Source: an optimization exercise on an open RTL-to-GDS flow (aim: small area). Production flows keep margins and buffers that such runs may drop.
At most, simulation tests tie the RTL to the original design; equivalence was not proved.
Power figures rest on the tool's default switching activity, not on a simulated workload.

==> pepper <==
## led_matrix_ctrl
module led_matrix_ctrl (
    input  wire logic       clk_in,
    input  wire logic       reset,
    input  wire logic [7:0] byte_in,
    input  wire logic       byte_valid,
    input  wire logic       read_strobe,
    input  wire logic [2:0] read_row,
    input  wire logic [3:0] read_col,
    output logic [15:0]     pixel_out,
    output logic            pixel_valid,
    output logic [2:0]      rgb_enable,
    output logic [5:0]      brightness_enable
);
==> module write_decode, before the edit <==
module write_decode (
    input  wire logic         wpend,
    input  wire logic [7:0]   wpos,
    input  wire logic [7:0]   wdata,
    output logic      [15:0]  hi,
    output logic      [15:0][7:0] lo_data,
    output logic      [255:0] wen
);
    logic [15:0] lo, lon;
    logic [7:0]  wdata_n;
    always_comb begin
        for (int i = 0; i < 16; i++) begin
            hi[i]  = wpend && (wpos[7:4] == 4'(i));
            lo[i]  = (wpos[3:0] == 4'(i));
            lon[i] = !(wpos[3:0] == 4'(i));
        end
        wdata_n = ~wdata;
    end
    for (genvar j = 0; j < 16; j++) begin : g_lo
        for (genvar b = 0; b < 8; b++) begin : g_bit
            nor2_cell nor2_cell_inst (.a(lon[j]), .b(wdata_n[b]), .y(lo_data[j][b]));
        end
    end
    for (genvar i = 0; i < 16; i++) begin : g_hi
        for (genvar j = 0; j < 16; j++) begin : g_lo
            nand2_cell nand2_cell_inst (.a(hi[i]), .b(lo[j]), .y(wen[16*i+j]));
        end
    end
endmodule
==> module nand2_cell, before the edit <==
module nand2_cell (
    input  wire logic a, b,
    output logic      y
);
    assign y = !(a && b);
endmodule
==> module frame_bit, before the edit <==
module frame_bit (
    input  wire logic clk_in,
    input  wire logic a,
    input  wire logic b,
    input  wire logic wen,
    output logic      q
);
    always_ff @(posedge clk_in) begin
        q <= (a & b) | (wen & q);
    end
endmodule
==> module led_matrix_ctrl, before the edit <==
module led_matrix_ctrl (
    input  wire logic       clk_in,
    input  wire logic       reset,
    input  wire logic [7:0] byte_in,
    input  wire logic       byte_valid,
    input  wire logic       read_strobe,
    input  wire logic [2:0] read_row,
    input  wire logic [3:0] read_col,
    output logic [15:0]     pixel_out,
    output logic            pixel_valid,
    output logic [2:0]      rgb_enable,
    output logic [5:0]      brightness_enable
);
    localparam logic [2:0] ST_IDLE  = 3'd0;
    localparam logic [2:0] ST_L_ROW = 3'd1;    
    localparam logic [2:0] ST_L_DAT = 3'd2;    
    localparam logic [2:0] ST_P_ROW = 3'd3;    
    localparam logic [2:0] ST_P_COL = 3'd4;    
    localparam logic [2:0] ST_P_HI  = 3'd5;    
    localparam logic [2:0] ST_P_LO  = 3'd6;    
    logic [2:0] state;
    logic [7:0] wpos;           
    logic [7:0] wdata;          
    logic       wpend;          
    logic [5:0] planes_pending;
    logic take;
    assign take = byte_valid && !reset;
    logic is_data;
    assign is_data = (state == ST_L_DAT) || (state == ST_P_HI) || (state == ST_P_LO);
    logic [5:0] plane_toggle;
    always_comb begin
        plane_toggle = '0;
        for (int i = 0; i < 6; i++) begin
            if (byte_in == 8'(8'd54 - i)) plane_toggle[i] = 1'b1;
        end
    end
    always_ff @(posedge clk_in) begin
        wdata <= byte_in;
        wpend <= take && is_data;
    end
    always_ff @(posedge clk_in) begin
        if (take) begin
            case (state)
                ST_L_ROW: wpos <= {byte_in[2:0], 5'b11111};
                ST_L_DAT: wpos[4:0] <= wpos[4:0] + 5'd1;
                ST_P_ROW: wpos[7:5] <= byte_in[2:0];
                ST_P_COL: wpos[4:0] <= {byte_in[3:0], 1'b0};
                ST_P_LO:  wpos[0] <= 1'b1;
                default: ;
            endcase
        end
    end
    always_ff @(posedge clk_in) begin
        if (reset) begin
            state             <= ST_IDLE;
            rgb_enable        <= 3'b111;
            brightness_enable <= 6'h3f;
            planes_pending    <= 6'h3f;
        end else if (byte_valid) begin
            brightness_enable <= planes_pending;
            case (state)
                ST_IDLE: begin
                    case (byte_in)
                        "R": rgb_enable[0] <= 1'b1;
                        "r": rgb_enable[0] <= 1'b0;
                        "G": rgb_enable[1] <= 1'b1;
                        "g": rgb_enable[1] <= 1'b0;
                        "B": rgb_enable[2] <= 1'b1;
                        "b": rgb_enable[2] <= 1'b0;
                        "0": planes_pending <= 6'h00;
                        "9": planes_pending <= 6'h3f;
                        "L": state <= ST_L_ROW;
                        "P": state <= ST_P_ROW;
                        default: planes_pending <= (planes_pending & ~plane_toggle) |
                                                   (~brightness_enable & plane_toggle);
                    endcase
                end
                ST_L_ROW: state <= ST_L_DAT;
                ST_L_DAT: if (wpos[4:0] == 5'b11110) state <= ST_IDLE;
                ST_P_ROW: state <= ST_P_COL;
                ST_P_COL: state <= ST_P_HI;
                ST_P_HI:  state <= ST_P_LO;
                default:  state <= ST_IDLE;
            endcase
        end
    end
    logic [2047:0] mem;         
    logic [15:0]       whi;
    logic [15:0][7:0]  wlo_data;
    logic [255:0]      wen;
    write_decode write_decode_inst (
        .wpend  (wpend),
        .wpos   (wpos),
        .wdata  (wdata),
        .hi     (whi),
        .lo_data(wlo_data),
        .wen    (wen)
    );
    for (genvar k = 0; k < 256; k++) begin : g_byte
        for (genvar b = 0; b < 8; b++) begin : g_bit
            frame_bit frame_bit_inst (
                .clk_in(clk_in),
                .a     (whi[k/16]),
                .b     (wlo_data[k%16][b]),
                .wen   (wen[k]),
                .q     (mem[8*k+b])
            );
        end
    end
    logic [6:0]  raddr;
    logic [15:0] rdata;
    logic [15:0] raw;
    logic        read_pending;
    assign raddr = {read_row, read_col};
    read_mux read_mux_inst (.raddr(raddr), .mem(mem), .rdata(rdata));
    always_ff @(posedge clk_in) begin
        raw <= rdata;
        pixel_out <= {raw[15:11] & {5{rgb_enable[0]}} & brightness_enable[5:1],
                      raw[10:5]  & {6{rgb_enable[1]}} & brightness_enable[5:0],
                      raw[4:0]   & {5{rgb_enable[2]}} & brightness_enable[5:1]};
    end
    always_ff @(posedge clk_in) begin
        if (reset) begin
            read_pending <= 1'b0;
            pixel_valid  <= 1'b0;
        end else begin
            read_pending <= read_strobe;
            pixel_valid  <= read_pending;
        end
    end
endmodule
clock: 4.0 ns
lec_check: 0
cap_margin: 20
core_margin: 2
core_utilization: 40
gpl_timing_driven: 0
slew_margin: 20
synth_hierarchical: 1
standard.sh (not shown) runs the stock make flow with config.mk's settings and CLKGATE_MAP_FILE= SYNTH_SCRIPT=/design/flow/synth_recipe.tcl, a recipe that flattens the netlist after the stock synthesis.
==> flow/flow/run.sh <==
#!/bin/bash
# The standard layout, with two changes: the clock tree is built without dummy
# loads and with larger leaf clusters, and the ports get the smallest buffer.
# Each tool's full output is in orfs/logs/; make's own output in standard_flow.log.
set -o pipefail
bash standard.sh \
  "CTS_ARGS=-sink_clustering_enable -repair_clock_nets -sink_clustering_size 25 -sink_clustering_max_diameter 60 -buf_list sky130_fd_sc_hd__clkbuf_16 -dont_use_dummy_load" \
  "BUFFER_PORTS_ARGS=-buffer_cell sky130_fd_sc_hd__buf_1" \
  finish > standard_flow.log 2>&1
==> violet (differences from pepper) <==
--- a/flow/design.v
+++ b/flow/design.v
@@ -43,82 +43,91 @@
     } display_mask_t;
 endpackage
 `default_nettype wire
 `default_nettype none
 module write_decode (
     input  wire logic         wpend,
     input  wire logic [7:0]   wpos,
-    input  wire logic [7:0]   wdata,
-    output logic      [15:0]  hi,
-    output logic      [15:0][7:0] lo_data,
+    output logic      [255:0] we,
     output logic      [255:0] wen
 );
-    logic [15:0] lo, lon;
-    logic [7:0]  wdata_n;
+    logic [15:0] hi, hin, lo, lon;
     always_comb begin
         for (int i = 0; i < 16; i++) begin
             hi[i]  = wpend && (wpos[7:4] == 4'(i));
+            hin[i] = !(wpend && (wpos[7:4] == 4'(i)));
             lo[i]  = (wpos[3:0] == 4'(i));
             lon[i] = !(wpos[3:0] == 4'(i));
         end
-        wdata_n = ~wdata;
-    end
-    for (genvar j = 0; j < 16; j++) begin : g_lo
-        for (genvar b = 0; b < 8; b++) begin : g_bit
-            nor2_cell nor2_cell_inst (.a(lon[j]), .b(wdata_n[b]), .y(lo_data[j][b]));
-        end
     end
     for (genvar i = 0; i < 16; i++) begin : g_hi
         for (genvar j = 0; j < 16; j++) begin : g_lo
-            nand2_cell nand2_cell_inst (.a(hi[i]), .b(lo[j]), .y(wen[16*i+j]));
+            write_enable write_enable_inst (
+                .hi (hi[i]),
+                .lo (lo[j]),
+                .hin(hin[i]),
+                .lon(lon[j]),
+                .we (we[16*i+j]),
+                .wen(wen[16*i+j])
+            );
         end
     end
 endmodule
-module nand2_cell (
-    input  wire logic a, b,
-    output logic      y
+module write_enable (
+    input  wire logic hi,
+    input  wire logic lo,
+    input  wire logic hin,
+    input  wire logic lon,
+    output logic      we,
+    output logic      wen
 );
-    assign y = !(a && b);
+    assign we  = !(hin || lon);
+    assign wen = !(hi && lo);
 endmodule
 `default_nettype wire
 `default_nettype none
 module frame_bit (
     input  wire logic clk_in,
-    input  wire logic a,
-    input  wire logic b,
+    input  wire logic we,
     input  wire logic wen,
+    input  wire logic d,
     output logic      q
 );
     always_ff @(posedge clk_in) begin
-        q <= (a & b) | (wen & q);
+        q <= (we & d) | (wen & q);
     end
 endmodule
 `default_nettype wire
 `default_nettype none
 module read_mux (
     input  wire logic [6:0]    raddr,
     input  wire logic [2047:0] mem,
     output logic      [15:0]   rdata
 );
-    logic [7:0]   rowsel_n;
-    logic [15:0]  colsel_n;
-    logic [127:0] sel;
-    always_comb begin
-        for (int r = 0; r < 8; r++)  rowsel_n[r] = !(raddr[6:4] == 3'(r));
-        for (int c = 0; c < 16; c++) colsel_n[c] = !(raddr[3:0] == 4'(c));
+    logic [1:0][7:0]  rowsel_n;
+    logic [1:0][15:0] colsel_n;
+    logic [127:0]     sel_hi, sel_lo;    
+    for (genvar h = 0; h < 2; h++) begin : g_dec
+        for (genvar r = 0; r < 8; r++) begin : g_row
+            eq3n_cell #(.V(r)) eq3n_cell_inst (.a(raddr[6:4]), .y(rowsel_n[h][r]));
+        end
+        for (genvar c = 0; c < 16; c++) begin : g_col
+            eq4n_cell #(.V(c)) eq4n_cell_inst (.a(raddr[3:0]), .y(colsel_n[h][c]));
+        end
     end
     for (genvar p = 0; p < 128; p++) begin : g_sel
-        nor2_cell nor2_cell_inst (.a(rowsel_n[p/16]), .b(colsel_n[p%16]), .y(sel[p]));
+        nor2_cell nor2_hi_inst (.a(rowsel_n[0][p/16]), .b(colsel_n[0][p%16]), .y(sel_hi[p]));
+        nor2_cell nor2_lo_inst (.a(rowsel_n[1][p/16]), .b(colsel_n[1][p%16]), .y(sel_lo[p]));
     end
     for (genvar b = 0; b < 16; b++) begin : g_bit
         logic [127:0] d;
         for (genvar p = 0; p < 128; p++) begin : g_p
             assign d[p] = mem[16*p + 8*(b/8) + 7 - (b%8)];
         end
-        read_bit read_bit_inst (.sel(sel), .d(d), .y(rdata[15-b]));
+        read_bit read_bit_inst (.sel(b < 8 ? sel_hi : sel_lo), .d(d), .y(rdata[15-b]));
     end
 endmodule
 module read_bit (
     input  wire logic [127:0] sel,
     input  wire logic [127:0] d,
     output logic              y
 );
@@ -128,28 +137,68 @@
             .a0(sel[3*i]),   .b0(d[3*i]),
             .a1(sel[3*i+1]), .b1(d[3*i+1]),
             .a2(sel[3*i+2]), .b2(d[3*i+2]),
             .y (t[i])
         );
     end
     aoi22_cell aoi22_cell_inst (.a0(sel[126]), .b0(d[126]), .a1(sel[127]), .b1(d[127]), .y(t[42]));
-    assign y = !(&t);
+    logic [10:0] u;    
+    logic [3:0]  v;    
+    for (genvar i = 0; i < 10; i++) begin : g_u
+        nand4_cell nand4_cell_inst (.a(t[4*i]), .b(t[4*i+1]), .c(t[4*i+2]), .d(t[4*i+3]), .y(u[i]));
+    end
+    nand3_cell nand3_u_inst (.a(t[40]), .b(t[41]), .c(t[42]), .y(u[10]));
+    for (genvar i = 0; i < 3; i++) begin : g_v
+        nor3_cell nor3_cell_inst (.a(u[3*i]), .b(u[3*i+1]), .c(u[3*i+2]), .y(v[i]));
+    end
+    nor2_cell nor2_v_inst (.a(u[9]), .b(u[10]), .y(v[3]));
+    nand4_cell nand4_y_inst (.a(v[0]), .b(v[1]), .c(v[2]), .d(v[3]), .y(y));
 endmodule
 module aoi222_cell (
     input  wire logic a0, b0, a1, b1, a2, b2,
     output logic      y
 );
     assign y = !((a0 && b0) || (a1 && b1) || (a2 && b2));
 endmodule
 module aoi22_cell (
     input  wire logic a0, b0, a1, b1,
     output logic      y
 );
     assign y = !((a0 && b0) || (a1 && b1));
 endmodule
+module eq3n_cell #(parameter int V = 0) (
+    input  wire logic [2:0] a,
+    output logic            y
+);
+    assign y = !(a == 3'(V));
+endmodule
+module eq4n_cell #(parameter int V = 0) (
+    input  wire logic [3:0] a,
+    output logic            y
+);
+    assign y = !(a == 4'(V));
+endmodule
+module nand4_cell (
+    input  wire logic a, b, c, d,
+    output logic      y
+);
+    assign y = !(a && b && c && d);
+endmodule
+module nand3_cell (
+    input  wire logic a, b, c,
+    output logic      y
+);
+    assign y = !(a && b && c);
+endmodule
+module nor3_cell (
+    input  wire logic a, b, c,
+    output logic      y
+);
+    assign y = !(a || b || c);
+endmodule
 module nor2_cell (
     input  wire logic a, b,
     output logic      y
 );
     assign y = !(a || b);
 endmodule
 `default_nettype wire
@@ -237,32 +286,24 @@
                 ST_P_COL: state <= ST_P_HI;
                 ST_P_HI:  state <= ST_P_LO;
                 default:  state <= ST_IDLE;
             endcase
         end
     end
     logic [2047:0] mem;         
-    logic [15:0]       whi;
-    logic [15:0][7:0]  wlo_data;
+    logic [255:0]      we;
     logic [255:0]      wen;
-    write_decode write_decode_inst (
-        .wpend  (wpend),
-        .wpos   (wpos),
-        .wdata  (wdata),
-        .hi     (whi),
-        .lo_data(wlo_data),
-        .wen    (wen)
-    );
+    write_decode write_decode_inst (.wpend(wpend), .wpos(wpos), .we(we), .wen(wen));
     for (genvar k = 0; k < 256; k++) begin : g_byte
         for (genvar b = 0; b < 8; b++) begin : g_bit
             frame_bit frame_bit_inst (
                 .clk_in(clk_in),
-                .a     (whi[k/16]),
-                .b     (wlo_data[k%16][b]),
+                .we    (we[k]),
                 .wen   (wen[k]),
+                .d     (wdata[b]),
                 .q     (mem[8*k+b])
             );
         end
     end
     logic [6:0]  raddr;
     logic [15:0] rdata;
     logic [15:0] raw;
==> flow/flow/run.sh (replaced) <==
#!/bin/bash
# The standard layout (standard.sh, the standard flow's own ORFS run) with two changes: the
# clock tree is built from clkbuf_16 leaf clusters of up to 31 flip-flops without
# dummy loads, and each port gets a buf_2 as its port buffer. Each tool's full
# output is in orfs/logs/; make's own output is in standard_flow.log.
set -o pipefail
bash standard.sh \
  "CTS_ARGS=-sink_clustering_enable -repair_clock_nets -sink_clustering_size 31 -sink_clustering_max_diameter 66 -buf_list sky130_fd_sc_hd__clkbuf_16 -dont_use_dummy_load" \
  "BUFFER_PORTS_ARGS=-buffer_cell sky130_fd_sc_hd__buf_2" \
  finish > standard_flow.log 2>&1
Settings changed: CORE_UTILIZATION 40 to 60, CTS_BUF_LIST set to sky130_fd_sc_hd__clkbuf_16, CTS_CLUSTER_DIAMETER set to 66, CTS_CLUSTER_SIZE set to 31, PLACE_DENSITY set to 0.7, SETUP_SLACK_MARGIN set to 0.5.
==> zinc (differences from pepper) <==
--- a/flow/design.v
+++ b/flow/design.v
@@ -43,57 +43,61 @@
     } display_mask_t;
 endpackage
 `default_nettype wire
 `default_nettype none
 module write_decode (
     input  wire logic         wpend,
     input  wire logic [7:0]   wpos,
-    input  wire logic [7:0]   wdata,
-    output logic      [15:0]  hi,
-    output logic      [15:0][7:0] lo_data,
+    output logic      [255:0] we,
     output logic      [255:0] wen
 );
-    logic [15:0] lo, lon;
-    logic [7:0]  wdata_n;
+    logic [15:0] hi, hin, lo, lon;
     always_comb begin
         for (int i = 0; i < 16; i++) begin
             hi[i]  = wpend && (wpos[7:4] == 4'(i));
+            hin[i] = !(wpend && (wpos[7:4] == 4'(i)));
             lo[i]  = (wpos[3:0] == 4'(i));
             lon[i] = !(wpos[3:0] == 4'(i));
         end
-        wdata_n = ~wdata;
-    end
-    for (genvar j = 0; j < 16; j++) begin : g_lo
-        for (genvar b = 0; b < 8; b++) begin : g_bit
-            nor2_cell nor2_cell_inst (.a(lon[j]), .b(wdata_n[b]), .y(lo_data[j][b]));
-        end
     end
     for (genvar i = 0; i < 16; i++) begin : g_hi
         for (genvar j = 0; j < 16; j++) begin : g_lo
-            nand2_cell nand2_cell_inst (.a(hi[i]), .b(lo[j]), .y(wen[16*i+j]));
-        end
-    end
-endmodule
-module nand2_cell (
-    input  wire logic a, b,
-    output logic      y
-);
-    assign y = !(a && b);
+            write_enable write_enable_inst (
+                .hi (hi[i]),
+                .lo (lo[j]),
+                .hin(hin[i]),
+                .lon(lon[j]),
+                .we (we[16*i+j]),
+                .wen(wen[16*i+j])
+            );
+        end
+    end
+endmodule
+module write_enable (
+    input  wire logic hi,
+    input  wire logic lo,
+    input  wire logic hin,
+    input  wire logic lon,
+    output logic      we,
+    output logic      wen
+);
+    assign we  = !(hin || lon);
+    assign wen = !(hi && lo);
 endmodule
 `default_nettype wire
 `default_nettype none
 module frame_bit (
     input  wire logic clk_in,
-    input  wire logic a,
-    input  wire logic b,
+    input  wire logic we,
     input  wire logic wen,
+    input  wire logic d,
     output logic      q
 );
     always_ff @(posedge clk_in) begin
-        q <= (a & b) | (wen & q);
+        q <= (we & d) | (wen & q);
     end
 endmodule
 `default_nettype wire
 `default_nettype none
 module read_mux (
     input  wire logic [6:0]    raddr,
     input  wire logic [2047:0] mem,
@@ -237,32 +241,24 @@
                 ST_P_COL: state <= ST_P_HI;
                 ST_P_HI:  state <= ST_P_LO;
                 default:  state <= ST_IDLE;
             endcase
         end
     end
     logic [2047:0] mem;         
-    logic [15:0]       whi;
-    logic [15:0][7:0]  wlo_data;
-    logic [255:0]      wen;
-    write_decode write_decode_inst (
-        .wpend  (wpend),
-        .wpos   (wpos),
-        .wdata  (wdata),
-        .hi     (whi),
-        .lo_data(wlo_data),
-        .wen    (wen)
-    );
+    logic [255:0]  wsel;
+    logic [255:0]  wseln;
+    write_decode write_decode_inst (.wpend(wpend), .wpos(wpos), .we(wsel), .wen(wseln));
     for (genvar k = 0; k < 256; k++) begin : g_byte
         for (genvar b = 0; b < 8; b++) begin : g_bit
             frame_bit frame_bit_inst (
                 .clk_in(clk_in),
-                .a     (whi[k/16]),
-                .b     (wlo_data[k%16][b]),
-                .wen   (wen[k]),
+                .we    (wsel[k]),
+                .wen   (wseln[k]),
+                .d     (wdata[b]),
                 .q     (mem[8*k+b])
             );
         end
     end
     logic [6:0]  raddr;
     logic [15:0] rdata;
     logic [15:0] raw;
==> flow/run.sh (new file) <==
#!/bin/bash
# synth_recipe.tcl (not shown) runs the flow's synth.tcl, then flattens the netlist and writes it again
# the make line also repeats each setting of config.mk as NAME=value (left out here)
make -C /OpenROAD-flow-scripts/flow DESIGN_CONFIG=/design/flow/config.mk WORK_HOME=/design/flow/orfs CLKGATE_MAP_FILE= SYNTH_SCRIPT=/design/flow/synth_recipe.tcl finish
Settings changed: CTS_BUF_LIST set to sky130_fd_sc_hd__clkbuf_8 sky130_fd_sc_hd__clkbuf_16, CTS_CLUSTER_DIAMETER set to 100, CTS_CLUSTER_SIZE set to 30, GPL_TIMING_DRIVEN 0 to not set.
removed: flow/flow/run.sh
removed: flow/standard.sh
==> summary.txt <==
Placed design:
- Once placement completed, the tool counted placed cells totaling 9006.

Worst setup path:
- The startpoint identified for the worst register-to-register timing path is wpos[2].
- Tracing the worst setup path back leads to its startpoint at read_col[1].
- The largest individual stage delay along the critical path comes from the cell sky130_fd_sc_hd__nor4_1.

Worst hold path:
- The worst hold path belongs to the class reg -> reg.

STA:
- The worst path setup slack after routing is 207 ps.
- Across the routed clock network, the largest skew measured is 48.6 ps.

Drt:
- The number of vias per cell is 7.07.

Pwr:
- The analysis attributes to net switching a power of 7.31 mW.
- The share of power burned in combinational logic is 0.024.

Status:
- The run finished with no timing, DRC or antenna violations.

Finish:
- The clock buffer count in the final layout is 85.
- The post-route non-filler standard cell count is 9111.

GRT:
- The number of antenna violations at the first check in global routing came to 12.
- The number of global-route vias before repair is 59710.
(the above is from zinc)
==> summary.txt <==
Finish:
- The clock buffers instantiated in the layout total 117.
- The post-route non-filler standard cell count is 8086.

GRT:
- The number of global-route vias before repair came to 57666.

Worst setup path:
- The worst flop-to-flop path startpoint is wpos[0].
- Among all stages on the critical path, the largest delay is contributed by sky130_fd_sc_hd__or4b_1.

STA:
- After layout, the worst setup slack is 217 ps.
- On the final layout, the worst clock skew is 53.8 ps.

Status:
- The flow ran to the end and the layout has no timing, DRC or antenna violations.

Pwr:
- The share of power burned in combinational logic is 0.026.
(the above is from violet)
==> summary.txt <==
Status:
- The flow ran to the end, but the layout failed its checks.
- The layout checks failed on negative setup slack.

STA:
- Between clock sinks in the finished design, the worst skew comes to 63.5 ps.
- Once routing completed, OpenROAD measured the worst setup slack at -327 ps.
- Setup violations remaining at the end of the flow were counted as 12.
- The count of pins over their slew limit was 0.

Pwr:
- The part of the total power dissipated in sequential elements is 0.608.
- The share of power burned in combinational logic is 0.012.

Finish:
- The post-route non-filler standard cell count is 8806.
- After layout, the clock buffer instance count stands at 137.

GRT:
- The number of global-route vias before repair came to 60979.
- The global route total overflow is 0.
- The number of antenna violations at the first check in global routing is 9.

Placed design:
- The number of placed instances, taps included is 8648.

Clocking:
- In this run, post-CTS hold repair placed 0 buffers.

Worst hold path:
- The worst hold path belongs to the class in -> reg.

Worst setup path:
- The worst register-to-register path begins at wpos[0].
- The worst setup path startpoint is read_col[2].

Drt:
- Using the TritonRoute via totals, the vias-per-cell ratio works out to 7.52.
(the above is from pepper)
Only the layout flow was run in pepper; the RTL was not checked for function there.

[separate check: timing with driven ports]
In the flow no input, the clock included, has a driving cell. The finished layouts below were timed again as built, in two steps. Step 1 (the two cells are an assumption about what drives the block):
set clk [get_ports {clk_in}]
set_driving_cell -lib_cell sky130_fd_sc_hd__clkbuf_16 $clk
set_driving_cell -lib_cell sky130_fd_sc_hd__buf_2 [delete_from_list [all_inputs] $clk]
Step 2 adds t to the input delays and takes it off the output delays; t is the mean of the earliest and latest rising clock arrival at the registers after step 1. Input paths then give back, and output paths get back, about the clock's delay inside the block. a / b / c = ideal ports / drivers / drivers and shift; a / b = the first two.
run | t (ns) | slack for setup (ns) | hold slack, ns | latest minus earliest clock arrival (ns) | slew at the worst register clock pin (ns)
pepper | 0.889 | -0.327 / -0.263 / -1.151 | 0.184 / 0.117 / 0.465 | 0.089 / 0.089 | 0.10 / 0.10
violet | 0.840 | 0.217 / 0.271 / -0.568 | 0.212 / 0.148 / 0.456 | 0.066 / 0.065 | 0.11 / 0.11
zinc | 0.836 | 0.207 / 0.258 / -0.577 | 0.456 / 0.456 / 0.456 | 0.049 / 0.049 | 0.12 / 0.12
Met with ideal ports but missed after step 2: setup timing in violet and zinc. For pepper, which loses most, drivers alone change the setup slack by +0.064 ns; drivers and shift together by -0.824 ns.
